Context: an optimization exercise on an open-source flow, tuned for small area. The choices shown serve that exercise and are no tape-out recipe.
Function was checked by simulation only, so behaviour that the tests miss may differ from the original.
The flow treats the clock pin as an ideal source, which a real chip does not have.
No activity file was given, so power comes from the tool's default toggle rates.

<file path="flow/flow/run.sh">
#!/bin/bash
# The standard ORFS layout, with three changes:
#  - synthesis maps the logic with an area-only ABC script (flow/abc_area.script,
#    no buffering or upsizing) and without the adder-cell mapping; registers
#    are mapped exactly as in the standard synthesis;
#  - ports are buffered with buf_1 instead of a delay cell;
#  - the clock tree uses small sink clusters and no dummy loads, and after
#    CTS (flow/post_cts.tcl) and again after global routing
#    (flow/post_grt.tcl) the clock buffers of any flip-flop with a slow
#    clock edge are upsized.
set -euo pipefail
rm -rf scripts_area
cp -r "$FLOW_HOME/scripts" scripts_area
cp flow/abc_area.script scripts_area/abc_area.script
export SCRIPTS_DIR="$PWD/scripts_area"
export ABC_AREA=1
export ADDER_MAP_FILE=
export BUFFER_PORTS_ARGS="-buffer_cell sky130_fd_sc_hd__buf_1"
export CTS_ARGS="-sink_clustering_enable -repair_clock_nets -dont_use_dummy_load -sink_clustering_size 11 -sink_clustering_max_diameter 30 -buf_list {sky130_fd_sc_hd__clkbuf_4}"
export POST_CTS_TCL="$PWD/flow/post_cts.tcl"
export POST_GLOBAL_ROUTE_TCL="$PWD/flow/post_grt.tcl"
bash standard.sh finish > flow_make.log 2>&1
</file>
<file path="flow/flow/abc_area.script">
strash
&get -n
&deepsyn -T 240
&put
dch -f
&get -n
&nf -R 1000 -p -a
&put
</file>
<file path="flow/flow/post_cts.tcl">
set limit 0.120
for {set pass 0} {$pass < 4} {incr pass} {
  estimate_parasitics -placement
  set drivers [dict create]
  foreach pin [all_registers -clock_pins] {
    if {[get_property $pin slew_max] > $limit} {
      set net [get_nets -of_objects $pin]
      foreach d [get_pins -of_objects $net -filter "direction == output"] {
        dict set drivers [get_full_name [get_cells -of_objects $d]] 1
      }
    }
  }
  set n 0
  foreach name [dict keys $drivers] {
    set cell [get_cells $name]
    set ref [get_property $cell ref_name]
    set next ""
    if {$ref eq "sky130_fd_sc_hd__clkbuf_1"} { set next sky130_fd_sc_hd__clkbuf_2 }
    if {$ref eq "sky130_fd_sc_hd__clkbuf_2"} { set next sky130_fd_sc_hd__clkbuf_4 }
    if {$ref eq "sky130_fd_sc_hd__clkbuf_4"} { set next sky130_fd_sc_hd__clkbuf_8 }
    if {$ref eq "sky130_fd_sc_hd__clkbuf_8"} { set next sky130_fd_sc_hd__clkbuf_16 }
    if {$next ne ""} { replace_cell $cell $next; incr n }
  }
  puts "post_cts: pass $pass upsized $n clock buffers"
  if {$n == 0} { break }
  detailed_placement
}
estimate_parasitics -placement
set worst 0
foreach pin [all_registers -clock_pins] { set s [get_property $pin slew_max]; if {$s > $worst} { set worst $s } }
puts "post_cts: worst flip-flop clock pin slew [format %.4f $worst] ns"
</file>
<file path="flow/flow/post_grt.tcl">
set limit 0.135
for {set pass 0} {$pass < 4} {incr pass} {
  estimate_parasitics -global_routing
  set drivers [dict create]
  foreach pin [all_registers -clock_pins] {
    if {[get_property $pin slew_max] > $limit} {
      set net [get_nets -of_objects $pin]
      foreach d [get_pins -of_objects $net -filter "direction == output"] {
        dict set drivers [get_full_name [get_cells -of_objects $d]] 1
      }
    }
  }
  set todo {}
  foreach name [dict keys $drivers] {
    set cell [get_cells $name]
    set ref [get_property $cell ref_name]
    set next ""
    if {$ref eq "sky130_fd_sc_hd__clkbuf_1"} { set next sky130_fd_sc_hd__clkbuf_2 }
    if {$ref eq "sky130_fd_sc_hd__clkbuf_2"} { set next sky130_fd_sc_hd__clkbuf_4 }
    if {$ref eq "sky130_fd_sc_hd__clkbuf_4"} { set next sky130_fd_sc_hd__clkbuf_8 }
    if {$ref eq "sky130_fd_sc_hd__clkbuf_8"} { set next sky130_fd_sc_hd__clkbuf_16 }
    if {$next ne ""} { lappend todo [list $cell $next] }
  }
  puts "post_grt: pass $pass upsizes [llength $todo] clock buffers"
  if {[llength $todo] == 0} { break }
  global_route -start_incremental
  foreach t $todo { replace_cell [lindex $t 0] [lindex $t 1] }
  detailed_placement
  global_route -end_incremental
}
estimate_parasitics -global_routing
set worst 0
foreach pin [all_registers -clock_pins] { set s [get_property $pin slew_max]; if {$s > $worst} { set worst $s } }
puts "post_grt: worst flip-flop clock pin slew [format %.4f $worst] ns"
write_guides $::env(RESULTS_DIR)/route.guide
</file>
<file path="flow/standard.sh">
#!/bin/bash
# synth_recipe.tcl (not shown) runs the flow's synth.tcl, then flattens the netlist and writes it again
# the make line also repeats each setting of config.mk as NAME=value (left out here)
make -C /OpenROAD-flow-scripts/flow DESIGN_CONFIG=/design/flow/config.mk WORK_HOME=/design/flow/orfs CLKGATE_MAP_FILE= SYNTH_SCRIPT=/design/flow/synth_recipe.tcl "${@:-finish}"
</file>
<file path="flow/config.mk">
export PLATFORM = sky130hd
export DESIGN_NAME = cpu_top
export DESIGN_NICKNAME = cpu_top
export VERILOG_FILES = /design/flow/design.v
export SDC_FILE = /design/flow/constraint.sdc
export NUM_CORES = 4
export LEC_CHECK = 0
export CAP_MARGIN = 20
export CORE_MARGIN = 2
export CORE_UTILIZATION = 70
export SETUP_SLACK_MARGIN = 0.5
export SLEW_MARGIN = 20
</file>
<file path="flow/constraint.sdc">
create_clock -name core_clock -period 14.0 [get_ports {clk}]
set_input_delay 2.8000 -clock core_clock [delete_from_list [all_inputs] [get_ports {clk}]]
set_output_delay 2.8000 -clock core_clock [all_outputs]
set_load 0.01 [all_outputs]
</file>
<file path="flow/design.v">
package cpu_pkg;
    localparam int XLEN = 64;
    typedef struct packed {
        logic            cs;
        logic            we;
        logic [XLEN-1:0] addr;
        logic [XLEN-1:0] wdata;
    } mem_req_t;
endpackage
module cpu_top (
    input  logic                     clk,
    input  logic                     arst_n,
    input  logic [cpu_pkg::XLEN-1:0] mem_rdata,
    output cpu_pkg::mem_req_t        mem_req,
    output logic                     halted
);
    typedef enum logic [2:0] {
        S_CLEAR,
        S_FETCH,
        S_EX1,
        S_EX2,
        S_EX3,
        S_HALT
    } state_e;
    typedef enum logic [2:0] {
        C_ALU,
        C_SHIFT,
        C_ADDI,
        C_LUI,
        C_LD,
        C_SD,
        C_BEQ,
        C_JAL
    } class_e;
    state_e      state;
    logic [5:0]  cnt;
    class_e      cls;
    logic [31:7] ir;
    logic [31:1][63:0] rf;
    logic [63:0] p_q;
    logic [63:0] w_q;
    logic [63:0] wn_q;     
    assign w_q = ~wn_q;
    logic        cy;
    logic        eq;       
    logic [5:0]  shamt;    
    assign eq    = ir[12];
    assign shamt = {ir[31:30], ir[13:12], ir[26:25]};
    logic [31:0] nw;
    logic [6:0]  n_op;
    logic [2:0]  n_f3;
    logic [6:0]  n_f7;
    logic        n_legal;
    class_e      n_cls;
    assign nw   = mem_rdata[31:0];
    assign n_op = nw[6:0];
    assign n_f3 = nw[14:12];
    assign n_f7 = nw[31:25];
    always_comb begin
        n_legal = 1'b1;
        n_cls   = C_ALU;
        case (n_op)
            7'b0110011: begin
                if (n_f7 == 7'b0000000) begin
                    case (n_f3)
                        3'b000, 3'b100, 3'b110, 3'b111: n_cls = C_ALU;
                        3'b001, 3'b101:                 n_cls = C_SHIFT;
                        default:                        n_legal = 1'b0;
                    endcase
                end else if (n_f7 != 7'b0100000 || n_f3 != 3'b000) begin
                    n_legal = 1'b0;
                end
            end
            7'b0010011: begin n_cls = C_ADDI; n_legal = (n_f3 == 3'b000); end
            7'b0000011: begin n_cls = C_LD;   n_legal = (n_f3 == 3'b011); end
            7'b0100011: begin n_cls = C_SD;   n_legal = (n_f3 == 3'b011); end
            7'b1100011: begin n_cls = C_BEQ;  n_legal = (n_f3 == 3'b000); end
            7'b1101111: n_cls = C_JAL;
            7'b0110111: n_cls = C_LUI;
            default:    n_legal = 1'b0;
        endcase
    end
    logic is_alu, is_shift, is_addi, is_lui, is_ld, is_sd, is_beq, is_jal;
    logic is_sub, is_sll;
    assign is_alu   = (cls == C_ALU);
    assign is_shift = (cls == C_SHIFT);
    assign is_addi  = (cls == C_ADDI);
    assign is_lui   = (cls == C_LUI);
    assign is_ld    = (cls == C_LD);
    assign is_sd    = (cls == C_SD);
    assign is_beq   = (cls == C_BEQ);
    assign is_jal   = (cls == C_JAL);
    assign is_sub   = is_alu & ir[30];
    assign is_sll   = ~ir[14];
    logic [4:0] rs1_a, rs2_a, rd_a, rb_a;
    logic       rs2_nz, rd_nz;
    assign rs1_a  = ir[19:15];
    assign rs2_a  = ir[24:20];
    assign rd_a   = ir[11:7];
    assign rs2_nz = (rs2_a != 5'd0);
    assign rd_nz  = (rd_a != 5'd0);
    assign rb_a   = (is_ld || (is_shift && in_ex2)) ? rd_a : rs2_a;
    logic imm_bit;
    always_comb begin
        imm_bit = ir[31];
        if (is_lui) begin
            if (cnt < 6'd12)       imm_bit = 1'b0;
            else if (cnt < 6'd31)  imm_bit = w_q[0];
        end else if (is_jal) begin
            if (cnt == 6'd0)       imm_bit = 1'b0;
            else if (cnt < 6'd11)  imm_bit = w_q[20];
            else if (cnt == 6'd11) imm_bit = ir[20];
            else if (cnt < 6'd20)  imm_bit = w_q[0];
        end else if (is_beq) begin
            if (cnt == 6'd0)       imm_bit = 1'b0;
            else if (cnt < 6'd5)   imm_bit = w_q[7];
            else if (cnt < 6'd11)  imm_bit = w_q[20];
            else if (cnt == 6'd11) imm_bit = ir[7];
        end else if (is_sd) begin
            if (cnt < 6'd5)        imm_bit = w_q[7];
            else if (cnt < 6'd11)  imm_bit = w_q[20];
        end else begin
            if (cnt < 6'd11)       imm_bit = w_q[20];
        end
    end
    logic rs1_bit, rs2_bit;
    assign rs1_bit = (rs1_a == 5'd0) ? 1'b0 : rf[rs1_a][0];
    assign rs2_bit = (rb_a == 5'd0) ? 1'b0 : rf[rb_a][0];
    logic in_clear, in_fetch, in_ex1, in_ex2, in_ex3;
    assign in_clear = (state == S_CLEAR);
    assign in_fetch = (state == S_FETCH);
    assign in_ex1   = (state == S_EX1);
    assign in_ex2   = (state == S_EX2);
    assign in_ex3   = (state == S_EX3);
    logic op_a, op_b, cin, sum, cout;
    always_comb begin
        if (in_fetch || (is_jal && in_ex1) || (is_beq && !eq)) begin
            op_a = p_q[0];
            op_b = (cnt == 6'd2);
        end else if (is_jal || is_beq) begin
            op_a = p_q[0];
            op_b = imm_bit;
        end else begin
            op_a = rs1_bit;
            op_b = is_alu ? (rs2_bit ^ is_sub) : imm_bit;
        end
    end
    assign cin  = (cnt == 6'd0) ? (is_sub & ~in_fetch) : cy;
    assign sum  = op_a ^ op_b ^ cin;
    assign cout = (op_a & op_b) | (op_a & cin) | (op_b & cin);
    logic [2:0] sk, sj, c_hi, c_lo, sk_neg;
    logic       tap_c, tap_f, tap_fl;
    logic       sll_coarse, sll_fine, srl_coarse, srl_fine, shift_bit;
    assign sk     = shamt[5:3];
    assign sj     = shamt[2:0];
    assign c_hi   = cnt[5:3];
    assign c_lo   = cnt[2:0];
    assign sk_neg = 3'd0 - sk;
    assign tap_c  = w_q[{(is_sll ? sk_neg : sk), 3'b000}];    
    assign tap_f  = w_q[{3'b000, sj}];                         
    assign tap_fl = w_q[6'd63 - {3'b000, sj} + 6'd1];          
    assign sll_coarse = (c_hi >= sk) & ((sk == 3'd0) ? rs1_bit : tap_c);
    assign sll_fine   = ((c_hi != 3'd0) || (c_lo >= sj)) & ((sj == 3'd0) ? rs2_bit : tap_fl);
    assign srl_coarse = ({1'b0, c_hi} + {1'b0, sk} <= 4'd7) & tap_c;
    assign srl_fine   = ((c_hi != 3'd7) || ({1'b0, c_lo} + {1'b0, sj} <= 4'd7)) & tap_f;
    always_comb begin
        if (!is_sll)     shift_bit = srl_fine;
        else if (in_ex1) shift_bit = sll_coarse;
        else             shift_bit = sll_fine;
    end
    logic res_bit;
    always_comb begin
        if (is_shift)                res_bit = shift_bit;
        else if (is_sd || is_ld)     res_bit = in_ex1 ? p_q[0] : w_q[0];
        else if (is_lui)             res_bit = imm_bit;
        else if (is_addi || is_jal)  res_bit = sum;
        else begin
            case (ir[14:12])
                3'b100:  res_bit = rs1_bit ^ rs2_bit;
                3'b110:  res_bit = rs1_bit | rs2_bit;
                3'b111:  res_bit = rs1_bit & rs2_bit;
                default: res_bit = sum;
            endcase
        end
    end
    logic       wen;
    logic [4:0] wa;
    assign wen = (in_ex1 & ~(is_shift & ~is_sll) & ~is_beq) |
                 (in_ex2 & ((is_shift & is_sll) | is_sd)) |
                 (in_ex3 & ~(is_shift & is_sll));
    assign wa  = is_sd ? rs2_a : rd_a;
    logic p_in, w_in;
    always_comb begin
        p_in = p_q[0];
        if (in_clear) begin
            p_in = 1'b0;
        end else if (in_fetch) begin
            if (!is_jal && !is_beq)               p_in = sum;
        end else if (in_ex1) begin
            if (is_sd || (is_ld && rd_nz))        p_in = sum;
        end else if (in_ex2) begin
            if (is_jal || is_beq)                 p_in = sum;
            else if (is_sd)                       p_in = rs2_nz ? rs2_bit : w_q[0];
            else if (is_ld)                       p_in = rs2_bit;
        end
    end
    always_comb begin
        w_in = 1'b0;
        if (in_fetch) begin
            w_in = w_q[0];
        end else if (in_ex1) begin
            if (is_shift)                         w_in = rs1_bit;
            else if (is_sd)                       w_in = rs2_nz ? rs2_bit : p_q[0];
            else if (is_jal || is_beq)            w_in = w_q[0];
        end else if (in_ex2) begin
            if (is_shift)                         w_in = is_sll ? rs2_bit : srl_coarse;
            else if (is_ld)                       w_in = w_q[0];
        end
    end
    logic ld_cap;
    assign ld_cap = (in_fetch | (in_ex2 & is_ld)) & (cnt == 6'd1);
    always_ff @(posedge clk) begin
        wn_q <= {~w_in, wn_q[63:1]} & ~({64{ld_cap}} & {mem_rdata[1:0], mem_rdata[63:2]});
        p_q <= {p_in, p_q[63:1]};
    end
    logic [3:0] wsel_lo;
    logic [7:0] wsel_hi;
    logic       wbit;
    for (genvar k = 0; k < 4; k++) begin : g_wlo
        assign wsel_lo[k] = in_clear | (wa[1:0] == 2'(k));
    end
    for (genvar k = 0; k < 8; k++) begin : g_whi
        assign wsel_hi[k] = in_clear | (wen & (wa[4:2] == 3'(k)));
    end
    assign wbit = res_bit & ~in_clear;
    for (genvar r = 1; r < 32; r++) begin : g_rf
        logic sel;
        assign sel = wsel_lo[r % 4] & wsel_hi[r / 4];
        always_ff @(posedge clk) begin
            rf[r] <= {sel ? wbit : rf[r][0], rf[r][63:1]};
        end
    end
    always_ff @(posedge clk) begin
        cy <= cout;
        if (in_fetch && cnt == 6'd1) begin
            ir  <= nw[31:7];
            cls <= n_cls;
        end
        if (in_ex1 && is_beq)
            ir[12] <= ((cnt == 6'd0) ? 1'b1 : eq) & (rs1_bit == rs2_bit);
        if (in_fetch && is_shift && cnt >= 6'd2 && cnt < 6'd6)
            {ir[31:30], ir[13:12]} <= {rs2_bit, ir[31:30], ir[13]};
        if (in_ex1 && is_shift && cnt < 6'd2)
            ir[26:25] <= {rs2_bit, ir[26]};
    end
    state_e next_state;
    always_comb begin
        next_state = state;
        case (state)
            S_CLEAR: if (cnt == 6'd63) next_state = S_FETCH;
            S_FETCH: begin
                if (cnt == 6'd1 && !n_legal) next_state = S_HALT;
                else if (cnt == 6'd63)       next_state = S_EX1;
            end
            S_EX1: if (cnt == 6'd63)
                next_state = (is_shift || is_beq || is_jal || (is_ld && rd_nz) || is_sd) ? S_EX2 : S_FETCH;
            S_EX2: if (cnt == 6'd63) next_state = (is_ld || is_shift) ? S_EX3 : S_FETCH;
            S_EX3: if (cnt == 6'd63) next_state = S_FETCH;
            default: next_state = S_HALT;
        endcase
    end
    always_ff @(posedge clk or negedge arst_n) begin
        if (!arst_n) begin
            state <= S_CLEAR;
            cnt   <= '0;
        end else begin
            state <= next_state;
            cnt   <= cnt + 6'd1;
        end
    end
    assign halted        = (state == S_HALT);
    assign mem_req.cs    = (cnt == 6'd0) & (in_fetch | (in_ex2 & (is_ld | is_sd)));
    assign mem_req.we    = in_ex2 & is_sd;
    assign mem_req.addr  = p_q;
    assign mem_req.wdata = ~(wn_q | {64{~rs2_nz}});
endmodule
</file>
==> run notes, run 1 <==
final core occ 76.4%; Post-Syn Area per Cell 17.2 sq um; Via density 4.98; max-slew violation count 0; Cells after Synth around 2700; RePlAce Congestion 0.860; first-pass GRT wire length between 100 and 150 mm; Final Hold Viols 0; Layout area overhead 7.98%; multiplexer area fraction after synthesis less than 1%; area of the mapped netlist roughly 0.047 sq mm; XOR/XNOR Fraction of Synth Area less than 1%; FFs w/ async S/R, synth 0.419%; Post-DP Area 0.0485 sq mm; Tot Pwr around 8.6 mW; Worst Path Required approximately 15 ns; Worst Setup Slack, final roughly 6.7 ns; main combinational cell family by area after synthesis compound AO/OA/AOI/OAI gates; Pint slightly below 7 mW; Crit. End Element flip-flop; Post-DP HPWL slightly above 50 mm; Core Region 0.0659 sq mm; die area 0.0686 sq mm; initial core utilization 70.7%; die height around 260 um; post-synthesis simple-gate area fraction under 10%; Seq cells post-synth around 2100; Yosys cell types 52; Clk network pwr share 28.8%; critical path arrival approximately 8.1 ns; Seq pwr share 71.0%; startpoint types flip-flop; Critical-path top delay cell a2111oi_0; grt total ovfl 0; VDD IR max approximately 0.11 mV; Worst Path Class, Setup reg2reg; Setup TNS Final 0 ns; Rows 94; number of flops mapped to enable cells by yosys 25; Post-Route WL 84.8 mm; Via Count 20000; crit path cell chain nor2b_1, nand2_1, o21ai_0, a21oi_2, mux2_1, a222oi_1, a221oi_1, a21oi_1, a31oi_1, a221oi_1, buf_4, mux2i_1, a21oi_1, a31oi_1, xnor2_1, o311a_1, a2111oi_0, nor2_1, buf_4, mux2_1; DRC 0; sequential fraction of the synthesis area between 90% and 100%; largest net degree at the start of global routing between 60 and 70; Tot GR Track Use 25.1%; outcome complete, no violations; Top FF cell, synth dfxtp_1; maximum fanout along the worst path 24; Boundary Pins between 150 and 200; CTS tree built; synth warn 1; Synth Area in Compound Gates 3.15%; FMAX around 140 MHz; post-route cell area just over 0.05 sq mm; Port Buffers around 200; adder-cell area share of the yosys netlist 0.0215%; Worst Tran Pin Value between 1 and 1.5 ns; fin nets 3211; minimum hold slack between 0.2 and 0.25 ns; P_leak approximately 20 nW; clk slew on worst S/H paths about 0.11 ns; width of the die ~260 um; endpoints failing setup 0; Clk Latency, worst-skew pair between 1 and 1.5 ns; slowest stage delay, CP 0.86 ns; vias in the first global route 21700; Setup WS pre-CTS between 6 and 7 ns; DR iter-0 viols 984; Max Cap Violations 0; drt pass-1 iters 5; Max Clock Skew around 0.15 ns; TritonCTS Sinks between 2000 and 2500; Layout Cells excl Fill around 4000; part of the power in combinational logic less than 1%; drt wl/cell about 21 um; Tcrit/Tclk final 51.9%; Final Critical Period roughly 7.3 ns; power per cell area roughly 170 mW/mm^2; P_sw roughly 1.7 mW; initial antenna violation count 5; Hold WC Path Type reg2reg; Sw Ratio ~20%; Synthesized Nets about 2800; Placed Cells incl. Taps 3777; antenna viol nets, final 0; Slew HR 31.1%; fraction of layout cells with a size suffix above 1 7.83%
-- critical path: cells and delay by family (launching register included) --
family	cells	cell delay, ns
XOR/XNOR	1	0.16
multiplexers	3	1.06
buffers and inverters	2	0.54
flip-flops	1	0.58
AND/OR/NAND/NOR	3	1.17
AO/OA/AOI/OAI	11	3.63
-- cell usage in the layout, fill, tap and decap left out, types with 4 or more instances in the layout --
cell type,n
a2111oi_0,5
nor2b_1,13
edfxtp_1,25
a221oi_1,13
a21oi_1,30
clkbuf_8,6
clkbuf_4,223
o22ai_1,6
a21boi_0,62
a222oi_1,7
mux2i_1,5
a31oi_1,11
dfrtp_1,9
nor4_1,5
nor2_1,110
nand2b_1,8
a22oi_1,4
clkinv_1,16
nand2_1,88
buf_1,196
or2_0,4
nand3_1,22
mux2_1,29
or3_1,5
and2_0,4
and3_1,4
nor3_1,16
buf_4,10
dfxtp_1,2113
diode_2,10
o211ai_1,9
o21ai_0,35
a22o_1,8
xor2_1,5
-- kinds of logic (layout without fill, tap and decap cells) --
group                    Yosys count  in the layout
flip-flops                      2147           2147
AND/OR/NAND/NOR                  289            289
AO/OA/AOI/OAI                    210            210
multiplexers                      37             37
buffers and inverters             16            452
XOR/XNOR                           7              7
adder cells (fa/ha/maj)            1              1
other                              0             10
-- area by class of cell --
cell class,instances,area (sq um)
clock buffer,229,1760
antenna,10,25.0
fill,3319,15500
inverter,16,60.1
multi-input combinational,544,3280
sequential,2147,43300
tap,864,1080
timing repair buffer,207,838
-- registers in the layout, indices dropped and copies added, names as in the netlist --
name   count
cls        3
cnt        6
cy         1
ir        22
p_q       64
rf      1984
state      3
wn_q      64
-- cell usage after synthesis, types with 7 or more instances --
cell | n | area [sq um]
dfxtp_1 | 2113 | 42300
nor2_1 | 111 | 417
nand2_1 | 88 | 330
a21boi_0 | 62 | 465
o21ai_0 | 35 | 175
a21oi_1 | 31 | 155
mux2_1 | 29 | 327
edfxtp_1 | 25 | 751
nand3_1 | 22 | 110
clkinv_1 | 16 | 60.1
nor3_1 | 16 | 80.1
a221oi_1 | 13 | 114
nor2b_1 | 13 | 81.3
a31oi_1 | 11 | 68.8
dfrtp_1 | 9 | 225
o211ai_1 | 9 | 67.6
a22o_1 | 8 | 70.1
nand2b_1 | 8 | 50.1
a222oi_1 | 7 | 70.1
-- worst paths after layout --
path | from | to | slack (ns) | depth (start not counted)
max | cls[0] | rf[1727] | 6.73 | 20
min | rf[762] | rf[761] | 0.23 | 0
max reg2reg | cls[0] | rf[1727] | 6.73 | 20
min reg2reg | rf[762] | rf[761] | 0.23 | 0
max in group asynchronous | arst_n | cnt[1] | 11.67 | 1
min in group asynchronous | arst_n | cnt[0] | 1.85 | 1
-- layer usage --
layer / wire length (um) / global-route usage (%) / up-vias
li1: - / - / 9596
met1: 36000 / 31.6 / 9608
met2: 42500 / 42.6 / 615
met3: 3780 / 5.68 / 179
met4: 2520 / 9.87 / 2
met5: 13 / 0 / -
-- power by group through the flow --
| stage | registers (mW) | clock network (mW) | logic, mW |
|---|---|---|---|
| after floorplan | 6.26 | 0 | 0.00262 |
| after global placement | 6.26 | 0 | 0.0143 |
| after detailed placement | 6.26 | 0 | 0.0149 |
| final | 6.12 | 2.48 | 0.0155 |
==> run 2: changes to the inputs <==
==> flow/flow/abc_area.script (replaced) <==
strash
&get -n
&deepsyn -T 300
&put
dch -f
&get -n
&nf -R 1000 -p -a
&put
--- a/flow/flow/post_cts.tcl
+++ b/flow/flow/post_cts.tcl
@@ -1,4 +1,4 @@
-set limit 0.120
+set limit 0.119
 for {set pass 0} {$pass < 4} {incr pass} {
   estimate_parasitics -placement
   set drivers [dict create]
--- a/flow/flow/post_grt.tcl
+++ b/flow/flow/post_grt.tcl
@@ -1,4 +1,4 @@
-set limit 0.135
+set limit 0.140
 for {set pass 0} {$pass < 4} {incr pass} {
   estimate_parasitics -global_routing
   set drivers [dict create]
==> run 2 against run 1 <==
Still clean. Maximum frequency grew 10%. Critical path depth is the same. Cell count grew 0.17%. Hold slack got worse by 0.044 ns. Critical path type unchanged. Critical endpoint is now rf[1023]. Largest power group unchanged. Highest routed layer is now met4.
==> run notes, run 2 <==
outcome complete, no violations; Hold Path Origin rf[699]; Top FF cell, synth dfxtp_1; register name with the most flops rf; die height ~260 um; FFs w/ async S/R, synth less than 1%; Rows 94; DRC 0; first-pass GRT wire length around 120 mm; FF-to-FF path depth 20; multiplexer area fraction after synthesis 0.904%; Yosys top cell area share approximately nine tenths; max FFs per register 1984; commonest cells in the netlist dfxtp_1 (2113), nor2_1 (115), nand2_1 (87); drt pass-1 iters 8; fillers around 3300; Max Cap Violations 0; Synth Area in Compound Gates 3.09%; top flop regs rf (1984), p_q (64), wn_q (64); sequential fraction of the synthesis area 92.8%; post-synthesis simple-gate area fraction under 10%; Worst Path Class, Setup reg2reg; Layout area overhead 7.94%; Post-Route WL 82.5 mm; initial antenna violation count 4; Hold EP rf[698]; Final Hold Viols 0; RePlAce Congestion between 0.8 and 0.9; Seq cells post-synth approximately 2100; Yosys cell types 56; clk slew on worst S/H paths between 0.1 and 0.15 ns; Synthesized Nets 2788; max-slew violation count 0; largest area contributor in the netlist dfxtp_1; initial core utilization between 70% and 80%; die area around 0.07 sq mm; Slew HR 37.9%; Setup WS pre-CTS ~7.4 ns; post-route cell area 0.0503 sq mm; Hold WC Path Type reg2reg; synth top area cells dfxtp_1 (91%), edfxtp_1 (1.6%), a21boi_0 (1.0%); endpoints failing setup 0; P_leak 20.1 nW; Final Critical Period roughly 6.6 ns; TritonCTS Sinks ~2100; Max Clock Skew roughly 0.15 ns; Worst Tran Pin Value between 0.9 and 1 ns; most instantiated library cell after synthesis dfxtp_1; Hold Path Stages 0; Post-Syn Area per Cell 17.1 sq um; Boundary Pins approximately 200; synth warn 1; maximum fanout along the worst path 25; Crit. End Element flip-flop; grt total ovfl 0; Worst Setup Slack, final between 7 and 8 ns; fin nets 3225; area of the mapped netlist between 0.04 and 0.05 sq mm; Register-to-Register Setup Slack 7.41 ns; Post-DP Area about 0.049 sq mm; power per cell area 172 mW/mm^2; critical path arrival approximately 7.4 ns; Setup TNS Final 0 ns; Core Region between 0.06 and 0.07 sq mm; commonest non-fill, non-tap cell in the layout dfxtp_1; largest net degree at the start of global routing 66; Tcrit/Tclk final a little under half; adder-cell area share of the yosys netlist 0.0644%; VDD IR max approximately 0.13 mV; Tot GR Track Use 24.5%; Worst Path Required roughly 15 ns; XOR/XNOR Fraction of Synth Area less than 1%; Clk Latency, worst-skew pair 1.06 ns; Via Count between 15000 and 20000; R2R Path End rf[1023]; main combinational cell family by area after synthesis compound AO/OA/AOI/OAI gates; Via density between 4 and 5; Cells after Synth around 2700; FMAX 152 MHz; drt wl/cell ~21 um; width of the die 262 um; DR iter-0 viols around 1100; antenna viol nets, final 0; startpoint types flip-flop; CTS tree built; most frequent cells in the layout dfxtp_1 (2113), clkbuf_4 (221), buf_1 (196); reg-to-reg critical path startpoint cls[0]; Post-DP HPWL between 50 and 60 mm; number of flops mapped to enable cells by yosys 25; vias in the first global route around 22000; Port Buffers 196; fraction of layout cells with a size suffix above 1 approximately 7.7%
==> run 2: cell types whose count changed after synthesis, sizes merged, moves of 5 or more <==
cell,delta
a221oi,-11
a22o,-5
a31oi,-8
clkinv,+5
nand3,-5
nor2b,+6
o211ai,-6
o21ai,+11
==> run 2: power by group <==
group / switching, mW / total [mW] / internal [mW]
Combinational: 0.0131 / 0.0197 / 0.00664
Clock: 1.72 / 2.50 / 0.779
Sequential: 0.00612 / 6.14 / 6.13
==> run 2: stage by stage <==
stage                     util [%]  total power, mW  hold WS, ns  instances
after global placement        73.7             6.30        0.310       3790
final                         76.4             8.66        0.183       4024
after floorplan                  -             6.28        0.310       2722
after detailed placement      73.7             6.30        0.312       3790
==> run 2: kinds of logic (layout without fill, tap and decap cells) <==
kind of cell / after synthesis / in the layout
and+or+nand+nor: 296 / 296
adders and majority gates: 3 / 3
xor gates and xnor gates: 8 / 8
AOI/OAI and AO/OA: 210 / 210
DFF: 2147 / 2147
other: 0 / 3
muxes: 37 / 37
buffers and inverters: 21 / 456
==> run 2: critical path, stage by stage, from the launching register on <==
cell and delay [ns]:
edfxtp_1 0.57, nor2b_1 0.51, nand2_1 0.40, o22ai_1 0.46
a21oi_1 0.36, o21ai_0 0.74, a222oi_1 0.25, and3_1 0.25
a2111oi_0 0.35, nor3_1 0.11, buf_4 0.20, o21ai_0 0.17
a21oi_1 0.06, o22a_1 0.21, xnor2_1 0.14, xnor2_1 0.32
o311ai_0 0.19, a41oi_1 0.19, buf_4 0.33, nand2_1 0.24
o21ai_0 0.32
==> run 2: worst max-delay path by stage <==
stage            from          to  slack [ns]  cells after the start
2_1_floorplan  ir[20]  mem_req[0]        8.26                      4
3_5_place_dp   cls[0]    rf[1023]        7.39                     22
6_report       cls[0]    rf[1023]        7.41                     20
3_3_place_gp   cls[0]     rf[511]        7.66                     22
==> run 2: layout make-up <==
class / count / area, sq um / area share [%]
inverter: 21 / 78.8 / 0.157
antenna: 3 / 7.51 / 0.0149
sequential: 2147 / 43300 / 86.0
clock buffer: 230 / 1780 / 3.54
timing repair buffer: 205 / 816 / 1.62
multi-input combinational: 554 / 3300 / 6.56
tap: 864 / 1080 / 2.15
==> run 2: per-layer routing <==
layer  global-route usage (%)  part of all wire (%)
met4                     10.4                   3.2
met5                        0                     0
met1                     30.8                    43
met2                     41.5                    49
met3                     5.22                   4.9
==> run 3: changes to the inputs <==
--- a/flow/design.v
+++ b/flow/design.v
@@ -45,7 +45,7 @@
     logic        eq;       
     logic [5:0]  shamt;    
     assign eq    = ir[12];
-    assign shamt = {ir[31:30], ir[13:12], ir[26:25]};
+    assign shamt = ir[30:25];
     logic [31:0] nw;
     logic [6:0]  n_op;
     logic [2:0]  n_f3;
@@ -249,7 +249,7 @@
         if (in_ex1 && is_beq)
             ir[12] <= ((cnt == 6'd0) ? 1'b1 : eq) & (rs1_bit == rs2_bit);
         if (in_fetch && is_shift && cnt >= 6'd2 && cnt < 6'd6)
-            {ir[31:30], ir[13:12]} <= {rs2_bit, ir[31:30], ir[13]};
+            ir[30:27] <= {rs2_bit, ir[30:28]};
         if (in_ex1 && is_shift && cnt < 6'd2)
             ir[26:25] <= {rs2_bit, ir[26]};
     end
--- a/flow/flow/run.sh
+++ b/flow/flow/run.sh
@@ -5,9 +5,8 @@
 #    are mapped exactly as in the standard synthesis;
 #  - ports are buffered with buf_1 instead of a delay cell;
 #  - the clock tree uses small sink clusters and no dummy loads, and after
-#    CTS (flow/post_cts.tcl) and again after global routing
-#    (flow/post_grt.tcl) the clock buffers of any flip-flop with a slow
-#    clock edge are upsized.
+#    CTS the clock buffers of any flip-flop with a slow clock edge are
+#    upsized (flow/post_cts.tcl).
 set -euo pipefail
 rm -rf scripts_area
 cp -r "$FLOW_HOME/scripts" scripts_area
@@ -18,5 +17,4 @@
 export BUFFER_PORTS_ARGS="-buffer_cell sky130_fd_sc_hd__buf_1"
 export CTS_ARGS="-sink_clustering_enable -repair_clock_nets -dont_use_dummy_load -sink_clustering_size 11 -sink_clustering_max_diameter 30 -buf_list {sky130_fd_sc_hd__clkbuf_4}"
 export POST_CTS_TCL="$PWD/flow/post_cts.tcl"
-export POST_GLOBAL_ROUTE_TCL="$PWD/flow/post_grt.tcl"
 bash standard.sh finish > flow_make.log 2>&1
==> flow/flow/abc_area.script (replaced) <==
strash
&get -n
&deepsyn -T 120
&put
dch -f
&get -n
&nf -R 1000 -p -a
&put
--- a/flow/flow/post_cts.tcl
+++ b/flow/flow/post_cts.tcl
@@ -1,4 +1,4 @@
-set limit 0.119
+set limit 0.118
 for {set pass 0} {$pass < 4} {incr pass} {
   estimate_parasitics -placement
   set drivers [dict create]
removed: flow/flow/post_grt.tcl
==> run 3 against run 2 <==
Clock skew is 0.022 ns higher. Sequential cell count is 3 higher. Global-route usage is 0.56 points higher. Critical path depth is 2 higher. Hold slack better by 0.042 ns. Setup slack worse by 0.50 ns. Synthesized area is 0.20% higher. Maximum frequency is 7.0% lower. First-iteration DRC count is 0.54% higher. Largest cell class unchanged. Highest routed layer is now met5.
==> run notes, run 3 <==
endpoints failing setup 0; Yosys top cell area share between 90% and 100%; Boundary Pins approximately 200; TritonCTS Sinks 2150; Max Clock Skew around 0.17 ns; initial core utilization 70.8%; Hold Path Origin rf[707]; area occupied by registers 0.0434 sq mm; Register-to-Register Setup Slack between 6 and 7 ns; Hold WC Path Type reg2reg; Placed Cells incl. Taps around 3800; Critical-path top delay cell mux2i_1; Hold Path Stages 0; clk slew on worst S/H paths about 0.10 ns; startpoint types flip-flop; FFs w/ async S/R, synth less than 1%; Yosys cell types between 50 and 60; fillers ~3300; Final Hold Viols 0; top flop regs rf (1984), p_q (64), wn_q (64); Layout Cells excl Fill roughly 4000; largest area contributor in the netlist dfxtp_1; area of the multi-input gates 0.00334 sq mm; commonest non-fill, non-tap cell in the layout dfxtp_1; minimum hold slack between 0.2 and 0.25 ns; Post-DP HPWL ~49 mm; Worst Tran Pin Value about 1.1 ns; Cells after Synth approximately 2700; CP delay by family, top simple AND/OR/NAND/NOR gates; Tcrit/Tclk final between 50% and 60%; register name with the most flops rf; DR iter-0 viols 1117; synth warn 1; width of the die ~260 um; DRC 0; Seq cells post-synth 2150; Buf+Inv Stages, Crit Path 1; RSZ-0062 raised after global routing no; outcome complete, no violations; antenna viol nets, final 0; Core Region ~0.066 sq mm; Tot Pwr about 8.7 mW; largest net degree at the start of global routing 66; P_leak roughly 20 nW; VDD IR max about 0.13 mV; most frequent cells in the layout dfxtp_1 (2113), clkbuf_4 (211), buf_1 (196); R2R Path End rf[63]; Tot GR Track Use between 20% and 30%; Port Buffers between 150 and 200; crit path cell chain nor2b_1, nand2_1, a21oi_1, nor2_1, nor2_1, nor2_1, mux2i_1, nor2_1, and2_0, nand2_1, nand3_1, and3_1, o31ai_1, buf_4, nor3b_1, o32ai_1, xor2_1, o21ai_0, o221ai_1, nand4b_1, a31oi_4, mux2_1; drt pass-1 iters 5; Final Critical Period just over 7 ns; synth top area cells dfxtp_1 (91%), edfxtp_1 (1.8%), a21boi_0 (1.0%); max FFs per register 1984; Setup TNS Final 0 ns; area of the mapped netlist 0.0467 sq mm; maximum fanout along the worst path 31; die height approximately 260 um; fraction of layout cells with a size suffix above 1 under 10%; critical path arrival 7.96 ns; Clk Latency, worst-skew pair about 1.1 ns; Post-Syn Area per Cell between 15 and 20 sq um; number of flops mapped to enable cells by yosys 28; die area 0.0689 sq mm; commonest cells in the netlist dfxtp_1 (2113), nor2_1 (113), nand2_1 (69); grt total ovfl 0; Worst Path Required between 10 and 15 ns; Worst Path Class, Setup reg2reg; drt wl/cell 20.9 um; FMAX 141 MHz; reg-to-reg critical path startpoint cls[2]; Synthesized Nets about 2800; Crit. End Element flip-flop; initial antenna violation count 3; first-pass GRT wire length approximately 130 mm; Rows 94; CTS tree built; Hold EP rf[706]; Top FF cell, synth dfxtp_1; Layout area overhead 8.03%; Via density 4.97; most instantiated library cell after synthesis dfxtp_1; fin nets approximately 3200; Slew HR a little under a quarter; slowest stage delay, CP around 0.76 ns; Post-Route WL between 80 and 90 mm; FF-to-FF path depth 22; Most common cell on crit path nor2_1; RePlAce Congestion slightly below 0.9; Max Cap Violations 0; sequential fraction of the synthesis area between 90% and 100%; max-slew violation count 0; Via Count ~20000; power per cell area around 170 mW/mm^2; vias in the first global route about 22000
==> run 3: cell types whose count changed in the layout (fill, tap and decap cells not counted), sizes merged, moves of 6 or more <==
cell    before  now
nand2       87   69
o21ai       46   33
a222oi      11    3
o22ai        9   17
buf        205  199
nand2b      10   16
==> run 3: worst max path at each step <==
stage               slack [ns]        to     start  cells past startpoint
finish                    6.91    rf[63]    cls[2]                     22
detailed placement        6.96   rf[831]  state[2]                     21
floorplan                 8.19   rf[511]  state[2]                     21
global placement          6.69   rf[511]    cls[2]                     23
global route              6.28  rf[1599]    cls[2]                     22
==> run 3: metal layers <==
metal  wire, um  share of wire [%]  GRT usage (%)  vias up
met5         13              0.016              0        -
met4       2490                3.0           9.82        2
met3       3840                4.6           4.80      201
met2      42200                 50           43.4      637
met1      35200                 42           31.4     9531
li1           -                  -              -     9552
==> run 3: cell type report <==
cell class | instances | area share, %
antenna | 4 | 0.0198
clock buffer | 232 | 3.71
inverter | 16 | 0.119
multi-input combinational | 545 | 6.62
sequential | 2150 | 85.9
tap | 864 | 2.14
timing repair buffer | 199 | 1.50
==> run 3: cell families after synthesis <==
kind of cell / Yosys count / share of synthesized area [%]
multiplexers: 45 / 1.13
AND/OR/NAND/NOR: 281 / 2.74
XOR/XNOR: 10 / 0.187
adder cells (fa/ha/maj): 4 / 0.0857
flip-flops: 2150 / 92.8
AO/OA/AOI/OAI: 205 / 2.95
buffers and inverters: 16 / 0.128
==> run 3: where the power goes <==
group          internal (mW)  switching [mW]  total [mW]
logic                0.00562          0.0107      0.0163
clock network          0.821            1.75        2.57
registers               6.12               0        6.12
==> run 3: stage by stage <==
stage	setup WS, ns	instance area, sq um	util (%)
after floorplan	8.19	46700	-
after global placement	6.69	48600	73.6
after detailed placement	6.96	48600	73.7
after global routing	6.28	50500	76.5
final	6.91	50500	76.5
==> run 3: worst register-to-register path: stages (launching register included) <==
cell and delay, ns:
edfxtp_1 0.57, nor2b_1 0.55, nand2_1 0.44, a21oi_1 0.46
nor2_1 0.16, nor2_1 0.16, nor2_1 0.20, mux2i_1 0.76
nor2_1 0.14, and2_0 0.37, nand2_1 0.14, nand3_1 0.07
and3_1 0.22, o31ai_1 0.30, buf_4 0.27, nor3b_1 0.07
o32ai_1 0.46, xor2_1 0.25, o21ai_0 0.11, o221ai_1 0.08
nand4b_1 0.19, a31oi_4 0.72, mux2_1 0.34
==> run 4: changes to the inputs <==
==> flow/flow/abc_area.script (replaced) <==
strash
&get -n
&deepsyn -T 240
&put
dch -f
&get -n
&nf -R 1000 -p -a
&put
--- a/flow/flow/post_cts.tcl
+++ b/flow/flow/post_cts.tcl
@@ -1,4 +1,4 @@
-set limit 0.118
+set limit 0.121
 for {set pass 0} {$pass < 4} {incr pass} {
   estimate_parasitics -placement
   set drivers [dict create]
==> run 4 against run 3 <==
Sequential cell count did not move. Sequential power barely moved. Final area barely moved. Critical path depth rose by 2. Largest cell class unchanged.
==> run notes, run 4 <==
Via density 5.05; drt pass-1 iters 6; Hold WC Path Type reg2reg; P_leak 20.1 nW; Rows 94; fraction of layout cells with a size suffix above 1 7.67%; Boundary Pins 197; multiplexer area fraction after synthesis about 1.2%; FMAX ~130 MHz; power per cell area between 150 and 200 mW/mm^2; initial antenna violation count 4; post-synthesis simple-gate area fraction 2.95%; width of the die between 200 and 300 um; Yosys cell types 55; fillers 3268; Final Hold Viols 0; adder-cell area share of the yosys netlist less than 1%; XOR/XNOR Fraction of Synth Area 0.206%; die height 262 um; met3 track demand over resource under 10%; endpoints failing setup 0; Seq cells post-synth 2150; initial core utilization 70.8%; TritonCTS Sinks about 2200; Hold Path Origin rf[464]; most frequent cells in the layout dfxtp_1 (2113), clkbuf_4 (216), buf_1 (196); Most common cell on crit path nor2_1; Clk Latency, worst-skew pair between 1 and 1.5 ns; outcome complete, no violations; FFs w/ async S/R, synth less than 1%; Yosys top cell area share between 90% and 100%; Final Critical Period 7.51 ns; Crit. End Element flip-flop; Post-Route WL ~91 mm; crit path cell chain clkinv_1, nor2_1, nand2_1, nor2_1, nor2_1, nor2_1, nor2_1, mux2i_1, nor3_1, nand2_1, a21oi_1, a21oi_1, nor2_1, a31oi_1, o21ai_1, buf_4, xnor2_1, a21oi_1, o21bai_1, xnor2_1, a222oi_1, or4_1, a31oi_4, mux2_1; Tcrit/Tclk final a little over half; Cells after Synth roughly 2700; commonest cells in the netlist dfxtp_1 (2113), nor2_1 (130), nand2_1 (78); Worst Path Class, Setup reg2reg; Hold EP rf[463]; Synthesized Nets between 2000 and 3000; Post-DP HPWL 54.3 mm; antenna viol nets, final 0; RePlAce Congestion about 0.84; Via Count 20300; DRC 0; synth warn 1; area of the mapped netlist roughly 0.047 sq mm; Critical-path top delay cell nor3_1; CTS tree built; commonest non-fill, non-tap cell in the layout dfxtp_1; RSZ-0062 raised after global routing no; Slew HR 21.7%; max-slew violation count 0; slowest stage delay, CP about 0.95 ns; number of flops mapped to enable cells by yosys 28; Worst Tran Pin Value 1.17 ns; drt wl/cell roughly 23 um; grt total ovfl 0; R2R Path End rf[1023]; first-pass GRT wire length ~140 mm; clk slew on worst S/H paths around 0.11 ns; main combinational cell family by area after synthesis simple AND/OR/NAND/NOR gates; DR iter-0 viols approximately 1300; most instantiated library cell after synthesis dfxtp_1; largest net degree at the start of global routing 67; reg-to-reg critical path startpoint cls[2]; Setup TNS Final 0 ns; FF-to-FF path depth 24; Core Region 0.0660 sq mm; synth top area cells dfxtp_1 (91%), edfxtp_1 (1.8%), nor2_1 (1.0%); Tot Pwr 8.73 mW; Tot GR Track Use 27.1%; Port Buffers between 150 and 200; Synth Area in Compound Gates under 10%; critical path arrival around 8.4 ns; sequential fraction of the synthesis area between 90 and 100%; Post-Syn Area per Cell about 17 sq um; CP delay by family, top simple AND/OR/NAND/NOR gates; GR Util met2 48.8%; Max Cap Violations 0; startpoint types flip-flop; Most Crowded Layer GR met2; fin nets ~3200; Register-to-Register Setup Slack ~6.5 ns; max FFs per register between 1500 and 2000; met1 Usage GRT 31.8%; vias in the first global route roughly 23000; Buf+Inv Stages, Crit Path 2; Layout area overhead 7.98%; Worst Path Required 14.87 ns; top flop regs rf (1984), p_q (64), wn_q (64); die area 0.0688 sq mm; largest area contributor in the netlist dfxtp_1; register name with the most flops rf; Hold Path Stages 0; Top FF cell, synth dfxtp_1; Max Clock Skew about 0.23 ns; VDD IR max about 0.11 mV; maximum fanout along the worst path 31
-- run 4: changes by cell type in the layout (fill, tap and decap cells not counted), moves of 5 or more --
cell | previous run | this run
clkbuf_4 | 211 | 216
nand2b_1 | 16 | 9
mux2_1 | 32 | 37
nand2_1 | 69 | 78
a222oi_1 | 3 | 11
nand3_1 | 17 | 22
diode_2 | 4 | 9
a21oi_1 | 35 | 24
o21ai_0 | 32 | 26
clkbuf_8 | 21 | 15
o22ai_1 | 17 | 1
nor2_1 | 112 | 130
-- run 4: cells by family after synthesis --
kind of cell / after synthesis
compound gates: 179
xor+xnor: 11
fa+ha+maj: 4
buf+inv: 14
flops: 2150
mux: 47
simple gates: 306
-- run 4: layer usage --
| layer | vias up | wire, um |
|---|---|---|
| met5 | - | 0 |
| met4 | 0 | 2960 |
| met3 | 209 | 4420 |
| met2 | 705 | 48100 |
| met1 | 9830 | 35600 |
| li1 | 9547 | - |
-- run 4: metrics by stage --
stage	hold slack (ns)	util (%)	setup slack (ns)	instance area [sq um]	cells
6_report	0.217	76.5	6.49	50500	4016
5_1_grt	0.200	76.5	5.81	50400	4009
3_5_place_dp	0.312	73.7	6.68	48600	3776
3_3_place_gp	0.310	73.7	6.43	48600	3776
2_1_floorplan	0.310	-	5.14	46700	2711
-- run 4: worst register-to-register path: stages, from the launching register on --
cell and delay (ns):
edfxtp_1 0.49, clkinv_1 0.14, nor2_1 0.13, nand2_1 0.30, nor2_1 0.17, nor2_1 0.22, nor2_1 0.06, nor2_1 0.79
mux2i_1 0.57, nor3_1 0.96, nand2_1 0.18, a21oi_1 0.23, a21oi_1 0.10, nor2_1 0.12, a31oi_1 0.06, o21ai_1 0.19
buf_4 0.22, xnor2_1 0.14, a21oi_1 0.08, o21bai_1 0.21, xnor2_1 0.33, a222oi_1 0.16, or4_1 0.48, a31oi_4 0.75
mux2_1 0.32
-- run 4: worst max-delay path by stage --
| stage | start | cells past startpoint | endpoint | slack, ns |
|---|---|---|---|---|
| 6_report | cls[2] | 24 | rf[1023] | 6.49 |
| 5_1_grt | cls[2] | 24 | rf[1023] | 5.81 |
| 3_5_place_dp | cls[2] | 24 | rf[1215] | 6.68 |
| 3_3_place_gp | cls[2] | 24 | rf[1791] | 6.43 |
| 2_1_floorplan | ir[20] | 15 | rf[1791] | 5.14 |
-- run 4: power by group --
| group | switching [mW] | leakage (nW) | internal (mW) |
|---|---|---|---|
| clock | 1.79 | 1.10 | 0.801 |
| combinational | 0.0102 | 1.55 | 0.00560 |
| sequential | 0 | 17.4 | 6.13 |
-- run 4: cell type report --
class | count | area [sq um] | area share (%)
Inverter | 14 | 52.6 | 0.104
Antenna cell | 9 | 22.5 | 0.0446
Sequential cell | 2150 | 43400 | 85.9
Multi-Input combinational cell | 547 | 3340 | 6.62
Timing Repair Buffer | 201 | 773 | 1.53
Tap cell | 864 | 1080 | 2.14
Clock buffer | 231 | 1830 | 3.62

==> re-timing with driven ports <==
Ports are ideal in the flow. The routed layouts listed here were re-timed in OpenROAD. Step 1 (the two cells are an assumption about what drives the block):
set clk [get_ports {clk}]
set_driving_cell -lib_cell sky130_fd_sc_hd__clkbuf_16 $clk
set_driving_cell -lib_cell sky130_fd_sc_hd__buf_2 [delete_from_list [all_inputs] $clk]
Step 2 also shifts input and output timing later by t, the mid clock arrival at the registers, as if the neighbouring blocks saw the same clock. Slacks: ideal / step 1 / step 2; pairs: ideal / step 1.
| run | t (ns) | setup WS [ns] | hold slack, ns | latest minus earliest clock arrival (ns) |
|---|---|---|---|---|
| run 1 | 1.060 | 6.730 / 6.730 / 6.730 | 0.226 / 0.226 / 0.226 | 0.185 / 0.185 |
| run 2 | 1.067 | 7.410 / 7.410 / 7.410 | 0.183 / 0.183 / 0.183 | 0.182 / 0.183 |
| run 3 | 1.062 | 6.913 / 6.913 / 6.913 | 0.224 / 0.224 / 0.224 | 0.194 / 0.194 |
| run 4 | 1.095 | 6.491 / 6.491 / 6.491 | 0.217 / 0.217 / 0.217 | 0.228 / 0.228 |
After both steps setup and hold are still met in every run listed.
